Context: an optimization exercise on an open-source flow, tuned for small area and a short achievable clock period. The choices shown serve that exercise and are no tape-out recipe.
In this exercise RTL edits were held to simulation tests only and were not proved equivalent to the original.

Setup of rev 12:
// iir_filter
module iir_filter (
	input  logic clk,
	input  logic rst,
	input  logic signed [14:0] data,
	input  logic data_en,
	input  logic wb_cyc,
	input  logic wb_stb,
	input  logic wb_we,
	input  logic [2:0] wb_adr,
	input  logic [31:0] wb_dat_i,
	output logic [31:0] wb_dat_o,
	output logic wb_ack,
	output logic signed [14:0] data_out,
	output logic data_out_en
);
==> module coefficient_regs, before the edit <==
module coefficient_regs (
	input  logic clk,
	input  logic rst,
	input  logic wb_cyc,
	input  logic wb_stb,
	input  logic wb_we,
	input  logic [2:0] wb_adr,
	input  logic [31:0] wb_dat_i,
	output logic [31:0] wb_dat_o,
	output logic wb_ack,
	output logic wr,
	output logic [24:0] g_b0, g_b1, g_b2, g_b3, g_a1, g_a2, g_a3,
	output logic [24:0] n_b0, n_b1, n_b2, n_b3, n_a1, n_a2, n_a3
);
	logic ack_q;
	logic access;
	logic [24:0] rd_q;
	logic [24:0] rd_d;
	assign access = wb_cyc && wb_stb && !ack_q;
	assign wr = access && wb_we;
	always_ff @(posedge clk or posedge rst) begin
		if (rst) ack_q <= 1'b0;
		else ack_q <= access;
	end
	assign wb_ack = ack_q;
	assign n_b0 = (wr && wb_adr == 3'd0) ? wb_dat_i[24:0] : g_b0;
	assign n_b1 = (wr && wb_adr == 3'd1) ? wb_dat_i[24:0] : g_b1;
	assign n_b2 = (wr && wb_adr == 3'd2) ? wb_dat_i[24:0] : g_b2;
	assign n_b3 = (wr && wb_adr == 3'd3) ? wb_dat_i[24:0] : g_b3;
	assign n_a1 = (wr && wb_adr == 3'd4) ? wb_dat_i[24:0] : g_a1;
	assign n_a2 = (wr && wb_adr == 3'd5) ? wb_dat_i[24:0] : g_a2;
	assign n_a3 = (wr && wb_adr == 3'd6) ? wb_dat_i[24:0] : g_a3;
	always_ff @(posedge clk or posedge rst) begin
		if (rst) begin
			g_b0 <= iir_filter_pkg::rst_b0;
			g_b1 <= iir_filter_pkg::rst_b1;
			g_b2 <= iir_filter_pkg::rst_b2;
			g_b3 <= iir_filter_pkg::rst_b3;
			g_a1 <= iir_filter_pkg::rst_a1;
			g_a2 <= iir_filter_pkg::rst_a2;
			g_a3 <= iir_filter_pkg::rst_a3;
		end else begin
			g_b0 <= n_b0;
			g_b1 <= n_b1;
			g_b2 <= n_b2;
			g_b3 <= n_b3;
			g_a1 <= n_a1;
			g_a2 <= n_a2;
			g_a3 <= n_a3;
		end
	end
	always_comb begin
		case (wb_adr)
			3'd0: rd_d = g_b0;
			3'd1: rd_d = g_b1;
			3'd2: rd_d = g_b2;
			3'd3: rd_d = g_b3;
			3'd4: rd_d = g_a1;
			3'd5: rd_d = g_a2;
			3'd6: rd_d = g_a3;
			default: rd_d = '0;
		endcase
		if (wb_we && wb_adr != 3'd7) rd_d = wb_dat_i[24:0];
	end
	always_ff @(posedge clk) begin
		rd_q <= rd_d;
	end
	assign wb_dat_o = {{7{rd_q[24]}}, rd_q};
endmodule
make LEC_CHECK=0 CAP_MARGIN=20 CORE_MARGIN=2 CORE_UTILIZATION=50 SETUP_SLACK_MARGIN=4.0 SLEW_MARGIN=20 finish   # period 8.0 ns
run.sh (not shown) runs the stock make flow with config.mk's settings and CLKGATE_MAP_FILE= SYNTH_SCRIPT=/design/flow/synth_recipe.tcl, a recipe that flattens the netlist after the stock synthesis.
### rev 12 -> rev 13
--- a/flow/design.v
+++ b/flow/design.v
@@ -26,13 +26,12 @@
 	output logic wr,
 	output logic [24:0] g_b0, g_b1, g_b2, g_b3, g_a1, g_a2, g_a3,
 	output logic [24:0] n_b0, n_b1, n_b2, n_b3, n_a1, n_a2, n_a3
 );
 	logic ack_q;
 	logic access;
-	logic [24:0] rd_q;
 	logic [24:0] rd_d;
 	assign access = wb_cyc && wb_stb && !ack_q;
 	assign wr = access && wb_we;
 	always_ff @(posedge clk or posedge rst) begin
 		if (rst) ack_q <= 1'b0;
 		else ack_q <= access;
@@ -61,29 +60,29 @@
 			g_b3 <= n_b3;
 			g_a1 <= n_a1;
 			g_a2 <= n_a2;
 			g_a3 <= n_a3;
 		end
 	end
+	logic [2:0] adr_q;
+	always_ff @(posedge clk) begin
+		adr_q <= wb_adr;
+	end
 	always_comb begin
-		case (wb_adr)
+		case (adr_q)
 			3'd0: rd_d = g_b0;
 			3'd1: rd_d = g_b1;
 			3'd2: rd_d = g_b2;
 			3'd3: rd_d = g_b3;
 			3'd4: rd_d = g_a1;
 			3'd5: rd_d = g_a2;
 			3'd6: rd_d = g_a3;
 			default: rd_d = '0;
 		endcase
-		if (wb_we && wb_adr != 3'd7) rd_d = wb_dat_i[24:0];
-	end
-	always_ff @(posedge clk) begin
-		rd_q <= rd_d;
 	end
-	assign wb_dat_o = {{7{rd_q[24]}}, rd_q};
+	assign wb_dat_o = {{7{rd_d[24]}}, rd_d};
 endmodule
 `timescale 1ns/1ps
 module state_chain (
 	input  logic clk,
 	input  logic rst,
 	input  logic [14:0] data,
Sort rev 13 and rev 12 by post-detailed-routing wire length, ascending, and rev 12 comes first. The lower met3 track utilization from global routing came out of rev 13. On rev 13: fraction of the yosys area taken by sequential cells is 1.0 points lower than what rev 12 gave. Summary — xor/xnor cell area share of the yosys netlist, rev 13 relative to rev 12: lower, by 0.25 points. Comparing rev 13 and rev 12, net count of the mapped netlist is lower on rev 12.

Setup of raven:
Another version of the RTL of iir_filter (not shown whole).
Size: ~110 I/O pins, roughly 31000 um2 of cells after synthesis.
==> module iir_filter, before the edit <==
module iir_filter (
	input  logic clk,
	input  logic rst,
	input  logic signed [14:0] data,
	input  logic data_en,
	input  logic wb_cyc,
	input  logic wb_stb,
	input  logic wb_we,
	input  logic [2:0] wb_adr,
	input  logic [31:0] wb_dat_i,
	output logic [31:0] wb_dat_o,
	output logic wb_ack,
	output logic signed [14:0] data_out,
	output logic data_out_en
);
	logic wr;
	logic [24:0] g_b0, g_b1, g_b2, g_b3, g_a1, g_a2, g_a3;
	logic [24:0] n_b0, n_b1, n_b2, n_b3, n_a1, n_a2, n_a3;
	logic [14:0] w1, w2, w3;
	logic [14:0] den_s, den_c, num_s, num_c;
	logic [14:0] ra, rb_s, rb_c;
	logic [14:0] ya, yb_s, yb_c;
	logic [4:0] s;
	logic samp;
	logic oen_q;
	coefficient_regs i_coefficient_regs (
		.clk      (clk),
		.rst      (rst),
		.wb_cyc   (wb_cyc),
		.wb_stb   (wb_stb),
		.wb_we    (wb_we),
		.wb_adr   (wb_adr),
		.wb_dat_i (wb_dat_i),
		.wb_dat_o (wb_dat_o),
		.wb_ack   (wb_ack),
		.wr       (wr),
		.g_b0     (g_b0),
		.g_b1     (g_b1),
		.g_b2     (g_b2),
		.g_b3     (g_b3),
		.g_a1     (g_a1),
		.g_a2     (g_a2),
		.g_a3     (g_a3),
		.n_b0     (n_b0),
		.n_b1     (n_b1),
		.n_b2     (n_b2),
		.n_b3     (n_b3),
		.n_a1     (n_a1),
		.n_a2     (n_a2),
		.n_a3     (n_a3)
	);
	state_chain i_state_chain (
		.clk     (clk),
		.rst     (rst),
		.data    (data),
		.data_en (data_en),
		.den_s   (den_s),
		.den_c   (den_c),
		.w1      (w1),
		.w2      (w2),
		.w3      (w3)
	);
	logic start;
	assign start = data_en || wr;
	always_ff @(posedge clk or posedge rst) begin
		if (rst) begin
			s <= '0;
			samp <= 1'b0;
			oen_q <= 1'b0;
		end else begin
			s[0] <= start;
			s[1] <= s[0] && !start;
			s[2] <= s[1] && !start;
			s[3] <= s[2] && !start;
			s[4] <= s[3];
			if (start) samp <= data_en;
			oen_q <= s[1] && samp;
		end
	end
	logic [20:0] ga, gb;
	logic [14:0] wb;
	always_ff @(posedge clk) begin
		begin
			if (start) ga <= n_b0[20:0];
			else if (s[0]) ga <= g_a1[20:0];
			else if (s[1]) ga <= g_b1[20:0];
			else ga <= '0;
			if (start) gb <= n_a2[20:0];
			else if (s[0]) gb <= g_a3[20:0];
			else if (s[1]) gb <= g_b2[20:0];
			else if (s[2]) gb <= g_b3[20:0];
			else gb <= '0;
		end
	end
	always_ff @(posedge clk) begin
		if (data_en) wb <= w1;
		else if ((s[0] || s[2]) && !wr) wb <= w3;
		else wb <= w2;
	end
	logic [14:0] ha_0, ha_1, ha_2;
	logic [1:0] ha_y;
	mul_cs i_mul_a (
		.w  (w1),
		.g  (ga),
		.h0 (ha_0),
		.h1 (ha_1),
		.h2 (ha_2),
		.cy (ha_y)
	);
	logic [14:0] hb_0, hb_1, hb_2;
	logic [1:0] hb_y;
	mul_cs i_mul_b (
		.w  (wb),
		.g  (gb),
		.h0 (hb_0),
		.h1 (hb_1),
		.h2 (hb_2),
		.cy (hb_y)
	);
	logic [14:0] pa_0, pa_1, pa_2, pb_0, pb_1, pb_2;
	logic [1:0] pa_y, pb_y;
	always_ff @(posedge clk) begin
		pa_0 <= ha_0;
		pa_1 <= ha_1;
		pa_2 <= ha_2;
		pa_y <= ha_y;
		pb_0 <= hb_0;
		pb_1 <= hb_1;
		pb_2 <= hb_2;
		pb_y <= hb_y;
	end
	stage2_a i_stage2_a (
		.h0   (pa_0),
		.h1   (pa_1),
		.h2   (pa_2),
		.cy   (pa_y),
		.add0 (num_s),
		.add1 (num_c),
		.y    (ya)
	);
	logic use_a;
	assign use_a = !s[1];
	stage2_b i_stage2_b (
		.h0   (pb_0),
		.h1   (pb_1),
		.h2   (pb_2),
		.cy   (pb_y),
		.g0   (use_a ? pa_0 : 15'd0),
		.g1   (use_a ? pa_1 : 15'd0),
		.g2   (use_a ? pa_2 : 15'd0),
		.gcy  (use_a ? pa_y : 2'd0),
		.add0 (rb_s),
		.add1 (rb_c),
		.ys   (yb_s),
		.yc   (yb_c)
	);
	always_ff @(posedge clk or posedge rst) begin
		if (rst) begin
			ra <= '0;
			den_s <= '0;
			den_c <= '0;
			num_s <= '0;
			num_c <= '0;
		end else begin
			ra <= ya;
			if (s[2]) begin
				den_s <= yb_s;
				den_c <= yb_c;
			end
			if (s[4]) begin
				num_s <= yb_s;
				num_c <= yb_c;
			end
		end
	end
	always_ff @(posedge clk) begin
		if (s[0] || s[2]) begin
			rb_s <= '0;
			rb_c <= '0;
		end else begin
			rb_s <= yb_s;
			rb_c <= yb_c;
		end
	end
	assign data_out = ra;
	assign data_out_en = oen_q;
endmodule
==> flow/config.mk <==
export PLATFORM = sky130hd
export DESIGN_NAME = iir_filter
export DESIGN_NICKNAME = iir_filter
export VERILOG_FILES = /design/flow/design.v
export SDC_FILE = /design/flow/constraint.sdc
export NUM_CORES = 4
export LEC_CHECK = 0
export ABC_AREA = 1
export CAP_MARGIN = 20
export CORE_MARGIN = 2
export CORE_UTILIZATION = 50
export CTS_CLUSTER_DIAMETER = 75
export CTS_CLUSTER_SIZE = 30
export SETUP_SLACK_MARGIN = 4.8
export SLEW_MARGIN = 20
==> flow/constraint.sdc <==
create_clock -name core_clock -period 8.0 [get_ports {clk}]
set_input_delay 1.6000 -clock core_clock [delete_from_list [all_inputs] [get_ports {clk}]]
set_output_delay 1.6000 -clock core_clock [all_outputs]
set_load 0.01 [all_outputs]
standard.sh (not shown) runs the stock make flow with config.mk's settings and CLKGATE_MAP_FILE= SYNTH_SCRIPT=/design/flow/synth_recipe.tcl, a recipe that flattens the netlist after the stock synthesis.
==> flow/flow/run.sh <==
#!/bin/bash
# The standard layout (standard.sh) with one placement option changed:
# the input and output ports are buffered with buf_2 cells instead of the
# cell buffer_ports picks by itself. The make output goes to standard.log;
# ORFS keeps each step's own log in orfs/logs.
set -o pipefail
export BUFFER_PORTS_ARGS="-buffer_cell sky130_fd_sc_hd__buf_2"
bash standard.sh finish > standard.log 2>&1
diff inputs: raven => juniper
--- a/flow/design.v
+++ b/flow/design.v
@@ -29,24 +29,36 @@
 );
 	logic ack_q;
 	logic access;
 	logic [24:0] rd_q;
 	logic [24:0] rd_d;
+	logic wr_q;
+	logic [2:0] adr_q;
+	logic [24:0] dat_q;
 	assign access = wb_cyc && wb_stb && !ack_q;
 	assign wr = access && wb_we;
 	always_ff @(posedge clk or posedge rst) begin
-		if (rst) ack_q <= 1'b0;
-		else ack_q <= access;
+		if (rst) begin
+			ack_q <= 1'b0;
+			wr_q <= 1'b0;
+		end else begin
+			ack_q <= access;
+			wr_q <= wr;
+		end
+	end
+	always_ff @(posedge clk) begin
+		adr_q <= wb_adr;
+		dat_q <= wb_dat_i[24:0];
 	end
 	assign wb_ack = ack_q;
-	assign n_b0 = (wr && wb_adr == 3'd0) ? wb_dat_i[24:0] : g_b0;
-	assign n_b1 = (wr && wb_adr == 3'd1) ? wb_dat_i[24:0] : g_b1;
-	assign n_b2 = (wr && wb_adr == 3'd2) ? wb_dat_i[24:0] : g_b2;
-	assign n_b3 = (wr && wb_adr == 3'd3) ? wb_dat_i[24:0] : g_b3;
-	assign n_a1 = (wr && wb_adr == 3'd4) ? wb_dat_i[24:0] : g_a1;
-	assign n_a2 = (wr && wb_adr == 3'd5) ? wb_dat_i[24:0] : g_a2;
-	assign n_a3 = (wr && wb_adr == 3'd6) ? wb_dat_i[24:0] : g_a3;
+	assign n_b0 = (wr_q && adr_q == 3'd0) ? dat_q : g_b0;
+	assign n_b1 = (wr_q && adr_q == 3'd1) ? dat_q : g_b1;
+	assign n_b2 = (wr_q && adr_q == 3'd2) ? dat_q : g_b2;
+	assign n_b3 = (wr_q && adr_q == 3'd3) ? dat_q : g_b3;
+	assign n_a1 = (wr_q && adr_q == 3'd4) ? dat_q : g_a1;
+	assign n_a2 = (wr_q && adr_q == 3'd5) ? dat_q : g_a2;
+	assign n_a3 = (wr_q && adr_q == 3'd6) ? dat_q : g_a3;
 	always_ff @(posedge clk or posedge rst) begin
 		if (rst) begin
 			g_b0 <= iir_filter_pkg::rst_b0;
 			g_b1 <= iir_filter_pkg::rst_b1;
 			g_b2 <= iir_filter_pkg::rst_b2;
@@ -1522,21 +1534,19 @@
 		end
 	end
 	logic [20:0] ga, gb;
 	logic [14:0] wb;
 	always_ff @(posedge clk) begin
-		begin
-			if (start) ga <= n_b0[20:0];
-			else if (s[0]) ga <= g_a1[20:0];
-			else if (s[1]) ga <= g_b1[20:0];
-			else ga <= '0;
-			if (start) gb <= n_a2[20:0];
-			else if (s[0]) gb <= g_a3[20:0];
-			else if (s[1]) gb <= g_b2[20:0];
-			else if (s[2]) gb <= g_b3[20:0];
-			else gb <= '0;
-		end
+		if (s[0]) ga <= n_a1[20:0];
+		else if (s[1]) ga <= n_b1[20:0];
+		else if (s[2]) ga <= '0;
+		else ga <= n_b0[20:0];
+		if (wr) gb <= (wb_adr == 3'd5) ? wb_dat_i[20:0] : n_a2[20:0];
+		else if (s[0]) gb <= n_a3[20:0];
+		else if (s[1]) gb <= n_b2[20:0];
+		else if (s[2]) gb <= n_b3[20:0];
+		else gb <= n_a2[20:0];
 	end
 	always_ff @(posedge clk) begin
 		if (data_en) wb <= w1;
 		else if ((s[0] || s[2]) && !wr) wb <= w3;
 		else wb <= w2;
Results
- Between raven and juniper, die area increased.
- Post-synthesis cell area of juniper exceeds that of raven by a few percent.
- On number of clock buffer instances in the layout, the lower figure sits with juniper, not raven.
- Lower wire length was reported by juniper, not raven.
- Cell count: juniper higher than raven

[separate check: timing with driven ports]
No port has a modelled driver above. Below, the same layouts with a new extraction and two added sets of constraints. Step 1 (the two cells are an assumption about what drives the block):
set clk [get_ports {clk}]
set_driving_cell -lib_cell sky130_fd_sc_hd__clkbuf_16 $clk
set_driving_cell -lib_cell sky130_fd_sc_hd__buf_2 [delete_from_list [all_inputs] $clk]
Step 2 also shifts input and output timing later by t, the mid clock arrival at the registers, as if the neighbouring blocks saw the same clock. Slacks: no drivers / after step 1 / after step 2; pairs: no drivers / after step 1.
run	t, ns	setup WS [ns]	worst setup path at the end	pins driven straight from the clock port
rev 12	0.665	4.054 / 4.054 / 3.584	input to register	1
rev 13	0.661	4.042 / 4.005 / 3.739	input to register	1
raven	0.643	4.706 / 4.706 / 4.265	input to register	1
juniper	0.701	4.627 / 4.627 / 4.259	input to register	1
After both steps setup and hold are still met in every run listed. For rev 12, which loses most, drivers alone change the setup slack by 0.000 ns; drivers and shift together by -0.470 ns.
